Source: an optimization exercise on an open RTL-to-GDS flow (aim: small area, a short achievable clock period and few clock cycles). Production flows keep margins and buffers that such runs may drop. RTL that was checked went through simulation tests only; none was proved equivalent to the original. No activity file was given, so power comes from the tool's default toggle rates.

// inst_cache
module inst_cache #(
  parameter int unsigned INC_BITS = 6
) (
  input  logic        clk,
  input  logic        rst,
  input  logic [15:0] instAddr,
  output logic        hit,
  output logic [15:0] instruction,
  output logic        memReq,
  output logic [15:0] memAddr,
  input  logic [15:0] memData,
  input  logic        memReady
);
export LEC_CHECK = 0
export CAP_MARGIN = 20
export CORE_AREA = 3 3 87 87
export CTS_BUF_LIST = sky130_fd_sc_hd__clkbuf_4
export DIE_AREA = 0 0 90 90
export SETUP_SLACK_MARGIN = 2.3
export SLEW_MARGIN = 20
export SYNTH_HIERARCHICAL = 1
export SYNTH_MINIMUM_KEEP_SIZE = 0
create_clock -name core_clock -period 5.5 [get_ports {clk}]
standard.sh (not shown) runs the stock make flow with config.mk's settings and CLKGATE_MAP_FILE= SYNTH_SCRIPT=/design/flow/synth_recipe.tcl, a recipe that flattens the netlist after the stock synthesis.
==> flow/flow/run.sh <==
#!/bin/bash
# Standard ORFS layout, with the port buffers inserted as the smallest plain
# buffer (sky130_fd_sc_hd__buf_1) so the resizer can size them like any other
# buffer.  make's full output goes to flow_make.log; ORFS's per-step logs stay
# under orfs/logs.
set -euo pipefail
bash standard.sh "BUFFER_PORTS_ARGS=-buffer_cell sky130_fd_sc_hd__buf_1" finish > flow_make.log 2>&1
The baseline finished with timing, DRC and antenna clean.
Edit:
- SETUP_SLACK_MARGIN: 2.3 -> unset
Non-clock buffer count decreases by 8; register-to-register slack improves by 0.66 ns; flip-flop and latch count stays the same; setup slack degrades by 0.072 ns.
No functional check of the RTL was part of any run of this note.

========
## build 63
Another version of the RTL of inst_cache (not shown whole).
For scale: roughly 66 cells after synthesis, roughly 16 flip-flops, about 720 um2 of cells after synthesis.
Settings: LEC_CHECK=0, CAP_MARGIN=20, CORE_AREA=3 3 87 87, CTS_BUF_LIST=sky130_fd_sc_hd__clkbuf_4, DIE_AREA=0 0 90 90, SETUP_SLACK_MARGIN=3, SLEW_MARGIN=20, SYNTH_HIERARCHICAL=1, SYNTH_MINIMUM_KEEP_SIZE=0; clock period 5.5 ns.
run.sh (not shown) runs the stock make flow with config.mk's settings and CLKGATE_MAP_FILE= SYNTH_SCRIPT=/design/flow/synth_recipe.tcl, a recipe that flattens the netlist after the stock synthesis.
Stock flow here: none of the scripts above is used.
Testbench counts of build 63, summed over its fixed seeds: cycles 33,817.
Setup changes, build 63 to build 9
==> flow/flow/run.sh (new file) <==
#!/bin/bash
# Standard ORFS layout, with the port buffers inserted as the smallest plain
# buffer (sky130_fd_sc_hd__buf_1) so the resizer can size them like any other
# buffer.  make's full output goes to flow_make.log; ORFS's per-step logs stay
# under orfs/logs.
set -euo pipefail
bash standard.sh "BUFFER_PORTS_ARGS=-buffer_cell sky130_fd_sc_hd__buf_1" finish > flow_make.log 2>&1
==> flow/standard.sh (new file) <==
#!/bin/bash
# synth_recipe.tcl (not shown) runs the flow's synth.tcl, then flattens the netlist and writes it again
# the make line also repeats each setting of config.mk as NAME=value (left out here)
make -C /OpenROAD-flow-scripts/flow DESIGN_CONFIG=/design/flow/config.mk WORK_HOME=/design/flow/orfs CLKGATE_MAP_FILE= SYNTH_SCRIPT=/design/flow/synth_recipe.tcl "${@:-finish}"
-- flow/config.mk --
<<< build 63, line 11
export DIE_AREA = 0 0 90 90
export SETUP_SLACK_MARGIN = 3
export SLEW_MARGIN = 20
>>> build 9, line 11
export DIE_AREA = 0 0 90 90
export SLEW_MARGIN = 20
removed: flow/run.sh
==> comparison <==
Row sequential portion of the cell area: build 9 higher / build 63 lower
Build 9 vs build 63, number of buffers added for setup after CTS went down by 1.
Insertion delay of the later-clocked pin in the worst-skew pair across build 9 and build 63: no real change.
Looking at number of global-route vias before repair, build 9 sits 55 below build 63.
Highest routed metal layer = met3: build 63; highest routed metal layer = met4: build 9
Number of cells on the worst reg-to-reg path, build 9 and build 63: higher on build 63
Overall via count from detail_route shrinks by a few percent when moving from build 63 to build 9.
Build 63 → build 9: power after layout shows a reduction of 26 uW, global routing usage on met1 shows an increase of 0.19 points, post-cts repair resize count shows a reduction of 64.
Modified inputs, build 43 compared to build 9
==> flow/flow/run.sh <==
#!/bin/bash
# Standard ORFS layout, with the port buffers inserted as the smallest plain
# buffer (sky130_fd_sc_hd__buf_1) so the resizer can size them like any other
# buffer, and a small clock tree.  make's full output goes to flow_make.log;
# ORFS's per-step logs stay under orfs/logs.
set -euo pipefail
bash standard.sh "BUFFER_PORTS_ARGS=-buffer_cell sky130_fd_sc_hd__buf_1" \
  "CTS_ARGS=-buf_list sky130_fd_sc_hd__clkbuf_8 -root_buf sky130_fd_sc_hd__clkbuf_8 -dont_use_dummy_load -repair_clock_nets" \
  finish > flow_make.log 2>&1
-- flow/config.mk --
<<< build 9, line 9
export CORE_AREA = 3 3 87 87
export CTS_BUF_LIST = sky130_fd_sc_hd__clkbuf_4
export DIE_AREA = 0 0 90 90
export SLEW_MARGIN = 20
>>> build 43, line 9
export CORE_AREA = 3 3 87 87
export DIE_AREA = 0 0 90 90
export SETUP_SLACK_MARGIN = 2.3
export SLEW_MARGIN = 20
### Flow results
- Re worst-case reg-to-reg path depth: no difference whatsoever between build 9 and build 43.
- Compared with build 9, in build 43 overall routed net length higher; first-pass detailed-route iteration total roughly the same; worst setup slack higher; floorplan die width roughly the same.
- Going from build 9 to build 43, routed via count divided by cell count went up about 1%; buffer depth of the longest clock path ~0 delta; maximum achievable frequency +4.3%; proportion of cell area occupied by registers went down.
- Diff build 9..build 43 | number of rows created at floorplan | unchanged

========
Another version of the RTL of inst_cache (not shown whole).
Size in the first run: about 16 flip-flops, about 69 I/O pins, ~680 µm² of cells after synthesis.
export LEC_CHECK = 0
export CAP_MARGIN = 20
export CORE_AREA = 3 3 87 87
export DIE_AREA = 0 0 90 90
export SETUP_SLACK_MARGIN = 2.3
export SLEW_MARGIN = 20
export SYNTH_HIERARCHICAL = 1
export SYNTH_MINIMUM_KEEP_SIZE = 0
create_clock -name core_clock -period 5.5 [get_ports {clk}]
standard.sh (not shown) runs the stock make flow with config.mk's settings and CLKGATE_MAP_FILE= SYNTH_SCRIPT=/design/flow/synth_recipe.tcl, a recipe that flattens the netlist after the stock synthesis.
==> flow/flow/run.sh <==
#!/bin/bash
# Standard ORFS layout, with the port buffers inserted as the smallest plain
# buffer (sky130_fd_sc_hd__buf_1) so the resizer can size them like any other
# buffer, and a small clock tree.  make's full output goes to flow_make.log;
# ORFS's per-step logs stay under orfs/logs.
set -euo pipefail
bash standard.sh "BUFFER_PORTS_ARGS=-buffer_cell sky130_fd_sc_hd__buf_1" \
  "CTS_ARGS=-sink_clustering_enable -sink_clustering_size 16 -sink_clustering_max_diameter 1000 -sink_clustering_levels 0 -buf_list sky130_fd_sc_hd__clkbuf_8 -root_buf sky130_fd_sc_hd__clkbuf_8 -dont_use_dummy_load" \
  finish > flow_make.log 2>&1
Testbench counts at the start, summed over its fixed seeds: cycles 34,909.
==> next run, changes <==
==> flow/run.sh (new file) <==
#!/bin/bash
# synth_recipe.tcl (not shown) runs the flow's synth.tcl, then flattens the netlist and writes it again
# the make line also repeats each setting of config.mk as NAME=value (left out here)
make -C /OpenROAD-flow-scripts/flow DESIGN_CONFIG=/design/flow/config.mk WORK_HOME=/design/flow/orfs CLKGATE_MAP_FILE= SYNTH_SCRIPT=/design/flow/synth_recipe.tcl finish
--- a/flow/config.mk
+++ b/flow/config.mk
@@ -8,4 +8,5 @@
 export CAP_MARGIN = 20
 export CORE_AREA = 3 3 87 87
+export CTS_BUF_LIST = sky130_fd_sc_hd__clkbuf_4
 export DIE_AREA = 0 0 90 90
 export SETUP_SLACK_MARGIN = 2.3
removed: flow/flow/run.sh
removed: flow/standard.sh
Effect: Via count goes up by 8.6%. Sequential power is about the same. First-iteration DRC count goes up by 29%.
==> next run, changes <==
--- a/flow/config.mk
+++ b/flow/config.mk
@@ -10,5 +10,5 @@
 export CTS_BUF_LIST = sky130_fd_sc_hd__clkbuf_4
 export DIE_AREA = 0 0 90 90
-export SETUP_SLACK_MARGIN = 2.3
+export SETUP_SLACK_MARGIN = 0
 export SLEW_MARGIN = 20
 export SYNTH_HIERARCHICAL = 1
The changed run went through all stages and came out clean.
First-iteration DRC count increases by roughly a tenth.
Clock power hardly moves.
Wire length decreases slightly.
Total power decreases slightly.
Utilization decreases by 0.66 points.
Flip-flop and latch count is unchanged.
Worst setup slack loses 0.80 ns.
Global-route usage stays flat.
Area after synthesis is unchanged.
Final cell count decreases slightly.
==> next run, changes <==
==> flow/flow/run.sh (new file) <==
#!/bin/bash
# Standard ORFS layout, with the port buffers inserted as the smallest plain
# buffer (sky130_fd_sc_hd__buf_1) so the resizer can size them like any other
# buffer, and a small clock tree.  make's full output goes to flow_make.log;
# ORFS's per-step logs stay under orfs/logs.
set -euo pipefail
bash standard.sh "BUFFER_PORTS_ARGS=-buffer_cell sky130_fd_sc_hd__buf_1" \
  "CTS_ARGS=-sink_clustering_enable -sink_clustering_size 20 -sink_clustering_max_diameter 1000 -buf_list sky130_fd_sc_hd__clkbuf_8 -root_buf sky130_fd_sc_hd__clkbuf_8 -dont_use_dummy_load -no_insertion_delay" \
  finish > flow_make.log 2>&1
==> flow/standard.sh (new file) <==
#!/bin/bash
# synth_recipe.tcl (not shown) runs the flow's synth.tcl, then flattens the netlist and writes it again
# the make line also repeats each setting of config.mk as NAME=value (left out here)
make -C /OpenROAD-flow-scripts/flow DESIGN_CONFIG=/design/flow/config.mk WORK_HOME=/design/flow/orfs CLKGATE_MAP_FILE= SYNTH_SCRIPT=/design/flow/synth_recipe.tcl "${@:-finish}"
--- a/flow/config.mk
+++ b/flow/config.mk
@@ -8,7 +8,6 @@
 export CAP_MARGIN = 20
 export CORE_AREA = 3 3 87 87
-export CTS_BUF_LIST = sky130_fd_sc_hd__clkbuf_4
 export DIE_AREA = 0 0 90 90
-export SETUP_SLACK_MARGIN = 0
+export SETUP_SLACK_MARGIN = 2.3
 export SLEW_MARGIN = 20
 export SYNTH_HIERARCHICAL = 1
removed: flow/run.sh
What happened: Design area drops by 19%. Clock power rose by about 40%. Global-route usage hardly moves. Non-clock buffer count is unchanged. Combinational power fell by 34%.
==> next run, changes <==
==> flow/flow/run.sh (replaced) <==
#!/bin/bash
# Standard ORFS layout, with the port buffers inserted as the smallest plain
# buffer (sky130_fd_sc_hd__buf_1) so the resizer can size them like any other
# buffer.  make's full output goes to flow_make.log; ORFS's per-step logs stay
# under orfs/logs.
set -euo pipefail
bash standard.sh "BUFFER_PORTS_ARGS=-buffer_cell sky130_fd_sc_hd__buf_1" finish > flow_make.log 2>&1
--- a/flow/config.mk
+++ b/flow/config.mk
@@ -8,4 +8,5 @@
 export CAP_MARGIN = 20
 export CORE_AREA = 3 3 87 87
+export CTS_BUF_LIST = sky130_fd_sc_hd__clkbuf_4
 export DIE_AREA = 0 0 90 90
 export SETUP_SLACK_MARGIN = 2.3
What happened: The changed run completed with no timing, DRC or antenna violations. Count of clock-buffer cells in the layout stays the same. First-iteration DRC count grows by 29%. Routed wire length stays flat. Global-route usage stays flat. Synthesized cell count stays the same. Worst setup slack is better by 0.0038 ns.
==> next run, changes <==
==> flow/flow/run.sh (replaced) <==
#!/bin/bash
# Standard ORFS layout, with the port buffers inserted as the smallest plain
# buffer (sky130_fd_sc_hd__buf_1) so the resizer can size them like any other
# buffer, and a small clock tree.  make's full output goes to flow_make.log;
# ORFS's per-step logs stay under orfs/logs.
set -euo pipefail
bash standard.sh "BUFFER_PORTS_ARGS=-buffer_cell sky130_fd_sc_hd__buf_1" \
  "CTS_ARGS=-buf_list sky130_fd_sc_hd__clkbuf_8 -root_buf sky130_fd_sc_hd__clkbuf_8 -dont_use_dummy_load -distance_between_buffers 1000" \
  finish > flow_make.log 2>&1
--- a/flow/config.mk
+++ b/flow/config.mk
@@ -8,5 +8,4 @@
 export CAP_MARGIN = 20
 export CORE_AREA = 3 3 87 87
-export CTS_BUF_LIST = sky130_fd_sc_hd__clkbuf_4
 export DIE_AREA = 0 0 90 90
 export SETUP_SLACK_MARGIN = 2.3
Outcome: The changed run went through all stages and came out clean; worst hold slack gains 0.038 ns; flip-flop and latch count does not change; sequential power is about the same; critical path depth does not change.

========
== v49 ==
The RTL this note starts from:
==> flow/design.v <==
module inst_cache #(
  parameter int unsigned INC_BITS = 6
) (
  input  logic        clk,
  input  logic        rst,
  input  logic [15:0] instAddr,
  output logic        hit,
  output logic [15:0] instruction,
  output logic        memReq,
  output logic [15:0] memAddr,
  input  logic [15:0] memData,
  input  logic        memReady
);
  logic        act_q;       
  logic [15:0] memAddr_q;
  logic [15:0] same;        
  logic [3:0]  nibNe;       
  logic        notReady;    
  logic        loHit, hiSame;
  ic_xnor16 u_same (.a(memAddr_q), .b(instAddr), .y(same));
  ic_nand4  u_ne0  (.a(same[3:0]),   .y(nibNe[0]));
  ic_nand4  u_ne1  (.a(same[7:4]),   .y(nibNe[1]));
  ic_nand4  u_ne2  (.a(same[11:8]),  .y(nibNe[2]));
  ic_nand4  u_ne3  (.a(same[15:12]), .y(nibNe[3]));
  ic_nand2  u_nrdy (.a(act_q), .b(memReady), .y(notReady));
  ic_nor3   u_lo   (.a(nibNe[0]), .b(nibNe[1]), .c(notReady), .y(loHit));
  ic_nor2   u_hi   (.a(nibNe[2]), .b(nibNe[3]), .y(hiSame));
  ic_and2   u_hit  (.a(loHit), .b(hiSame), .y(hit));
  assign instruction = memData;
  assign memReq      = act_q;
  assign memAddr     = memAddr_q;
  always_ff @(posedge clk or posedge rst) begin
    if (rst) act_q <= 1'b0;
    else     act_q <= 1'b1;
  end
  always_ff @(posedge clk) begin
    memAddr_q <= {instAddr[15:INC_BITS], instAddr[INC_BITS-1:0] + INC_BITS'(hit)};
  end
endmodule
module ic_xnor16 (
  input  logic [15:0] a,
  input  logic [15:0] b,
  output logic [15:0] y
);
  assign y = ~(a ^ b);
endmodule
module ic_nand4 (
  input  logic [3:0] a,
  output logic       y
);
  assign y = ~&a;
endmodule
module ic_nand2 (
  input  logic a,
  input  logic b,
  output logic y
);
  assign y = ~(a & b);
endmodule
module ic_nor3 (
  input  logic a,
  input  logic b,
  input  logic c,
  output logic y
);
  assign y = ~(a | b | c);
endmodule
module ic_nor2 (
  input  logic a,
  input  logic b,
  output logic y
);
  assign y = ~(a | b);
endmodule
module ic_and2 (
  input  logic a,
  input  logic b,
  output logic y
);
  assign y = a & b;
endmodule
clock: 5.5 ns
lec_check: 0
cap_margin: 20
core_area: 3 3 87 87
cts_buf_list: sky130_fd_sc_hd__clkbuf_4
die_area: 0 0 90 90
setup_slack_margin: 2.6
slew_margin: 20
synth_hierarchical: 1
synth_minimum_keep_size: 0
==> flow/flow/run.sh <==
#!/bin/bash
# Standard ORFS layout, with the port buffers inserted as the smallest plain
# buffer (sky130_fd_sc_hd__buf_1) so the resizer can size them like any other
# buffer.  make's full output goes to flow_make.log.
set -euo pipefail
bash standard.sh "BUFFER_PORTS_ARGS=-buffer_cell sky130_fd_sc_hd__buf_1" finish > flow_make.log 2>&1
Testbench counts of v49, summed over its fixed seeds: cycles 33,817.
Input-level comparison between v41 and v49:
- SETUP_SLACK_MARGIN now 3, was 2.6
- CTS_BUF_LIST no longer set, was sky130_fd_sc_hd__clkbuf_4
==> flow/flow/run.sh <==
#!/bin/bash
# Standard ORFS layout, with the port buffers inserted as the smallest plain
# buffer (sky130_fd_sc_hd__buf_1) so the resizer can size them like any other
# buffer, and a clock tree of clkbuf_4 cells without dummy loads.  make's full
# output goes to flow_make.log; ORFS's per-step logs stay under orfs/logs.
set -euo pipefail
bash standard.sh "BUFFER_PORTS_ARGS=-buffer_cell sky130_fd_sc_hd__buf_1" \
  "CTS_ARGS=-sink_clustering_enable -sink_clustering_size 30 -buf_list sky130_fd_sc_hd__clkbuf_4 -root_buf sky130_fd_sc_hd__clkbuf_4 -dont_use_dummy_load -repair_clock_nets" \
  finish > flow_make.log 2>&1
- Diff v49 -> v41: later-pin clock latency in the skew report about even; maximum single-stage delay on the critical path dropped 0.02 ns; first-iteration DRC count decreased by 5 relative to the old numbers.
- For v41, the top layer reached by signal wires was met3, unlike v49, where it was met4.
- Compared v41 vs v49, and global-route wire length before repair is down in v41.
- Changes observed in v41 relative to v49: buffer count excluding the clock tree in the final layout dropped 14%, growth of design area from synthesis to finish down 7.0 points, final non-filler cell area went down.
Changes in v21 relative to v41:
- a change of SETUP_SLACK_MARGIN from 3 to 1.5
- an added CTS_BUF_LIST of sky130_fd_sc_hd__clkbuf_4
==> flow/flow/run.sh <==
#!/bin/bash
# Standard ORFS layout, with the port buffers inserted as the smallest plain
# buffer (sky130_fd_sc_hd__buf_1) so the resizer can size them like any other
# buffer.  make's full output goes to flow_make.log; ORFS's per-step logs stay
# under orfs/logs.
set -euo pipefail
bash standard.sh "BUFFER_PORTS_ARGS=-buffer_cell sky130_fd_sc_hd__buf_1" finish > flow_make.log 2>&1
--- outcome ---
Looking only at setup slack, and setting everything else aside, the lower value of v41 and v21 goes to v21. Going from v41 to v21, global-route wire length before repair lower, period utilization rose 4.6 points, power lower.
diff inputs: v21 => v29
- a change of SETUP_SLACK_MARGIN from 1.5 to 3
- an added CTS_CLUSTER_SIZE of 30
- a deleted CTS_BUF_LIST that had been sky130_fd_sc_hd__clkbuf_4
- an added CTS_CLUSTER_DIAMETER of 100
==> flow/flow/run.sh <==
#!/bin/bash
# Standard ORFS layout, with the port buffers inserted as the smallest plain
# buffer (sky130_fd_sc_hd__buf_1) so the resizer can size them like any other
# buffer.  make's full output goes to flow_make.log.
set -euo pipefail
bash standard.sh "BUFFER_PORTS_ARGS=-buffer_cell sky130_fd_sc_hd__buf_1" finish > flow_make.log 2>&1
==> run summary <==
The flow did not stop early for v29: all stages ran, and the layout cleared the timing, DRC and antenna checks. v21 | stages: all done | timing, DRC, antenna: all pass. Lower utilization after layout was reported by v21, not v29. Going from v21 to v29, post-synthesis share of cell area spent on xor and xnor gates flat; footprint of the flip-flops and latches flat; count of nets left with antenna violations after detail routing flat; sequential share of layout area down 5.1 points; leakage power of the design up about 30%.
What v55 does differently from v29 at the input level:
- SETUP_SLACK_MARGIN changed from 3 to 2.8
- CTS_CLUSTER_DIAMETER removed (was 100)
- CTS_CLUSTER_SIZE removed (was 30)
- CTS_BUF_LIST newly set to sky130_fd_sc_hd__clkbuf_4
### Flow results
Worst hold margin deteriorates in v55 relative to v29. | worst setup slack | v29 vs v55 | ≈ equal |. In v55, first-pass detailed-route iteration total is lower than in v29. Internal power consumption: v55 < v29. Status: final critical-path share of the clock period parity (v29, v55). Changes observed in v55 relative to v29: routed wire length went up; layout overhead on the synthesized area down 2.3 points; switching portion of total power has increased.

==> what the ideal ports hide <==
No port has a modelled driver above. Below, the same layouts with a new extraction and two added sets of constraints.
Step 1 sets driving cells, clkbuf_16 on the clock port and buf_2 on the other inputs (assumed; they add their load-dependent delay and slew).
Step 2 times the ports against the registers' clock, not the clock port: input delays grow and output delays shrink by t, the midpoint of the rising clock arrivals with the driver on.
Three values: ideal ports, drivers, drivers and shift; two values: the first two.
run	shift t [ns]	setup WS [ns]	worst data-port slew with drivers (ns)	pins driven straight from the clock port
the first run of note 1	0.309	2.233 / 2.190 / 2.076	0.07	1
the second run of note 1	0.308	2.160 / 2.137 / 2.137	0.07	1
build 63	0.307	2.404 / 2.364 / 2.364	0.06	1
build 9	0.299	2.236 / 2.207 / 2.207	0.07	1
build 43	0.265	2.371 / 2.346 / 2.346	0.07	1
the first run of note 3	0.270	2.424 / 2.405 / 2.405	0.06	1
the second run of note 3	0.305	2.435 / 2.413 / 2.413	0.06	1
the third run of note 3	0.305	1.633 / 1.602 / 1.602	0.06	1
the fourth run of note 3	0.270	2.424 / 2.405 / 2.405	0.06	1
the fifth run of note 3	0.304	2.428 / 2.406 / 2.406	0.06	1
the sixth run of note 3	0.270	2.424 / 2.405 / 2.405	0.06	1
v49	0.306	2.403 / 2.357 / 2.318	0.07	1
v41	0.306	2.494 / 2.446 / 2.446	0.07	1
v21	0.307	2.238 / 2.213 / 2.213	0.07	1
v29	0.269	2.496 / 2.457 / 2.457	0.07	1
v55	0.308	2.497 / 2.450 / 2.450	0.07	1
After both steps setup and hold are still met in every run listed. For the first run of note 1, which loses most, drivers alone change the setup slack by -0.043 ns; drivers and shift together by -0.157 ns.
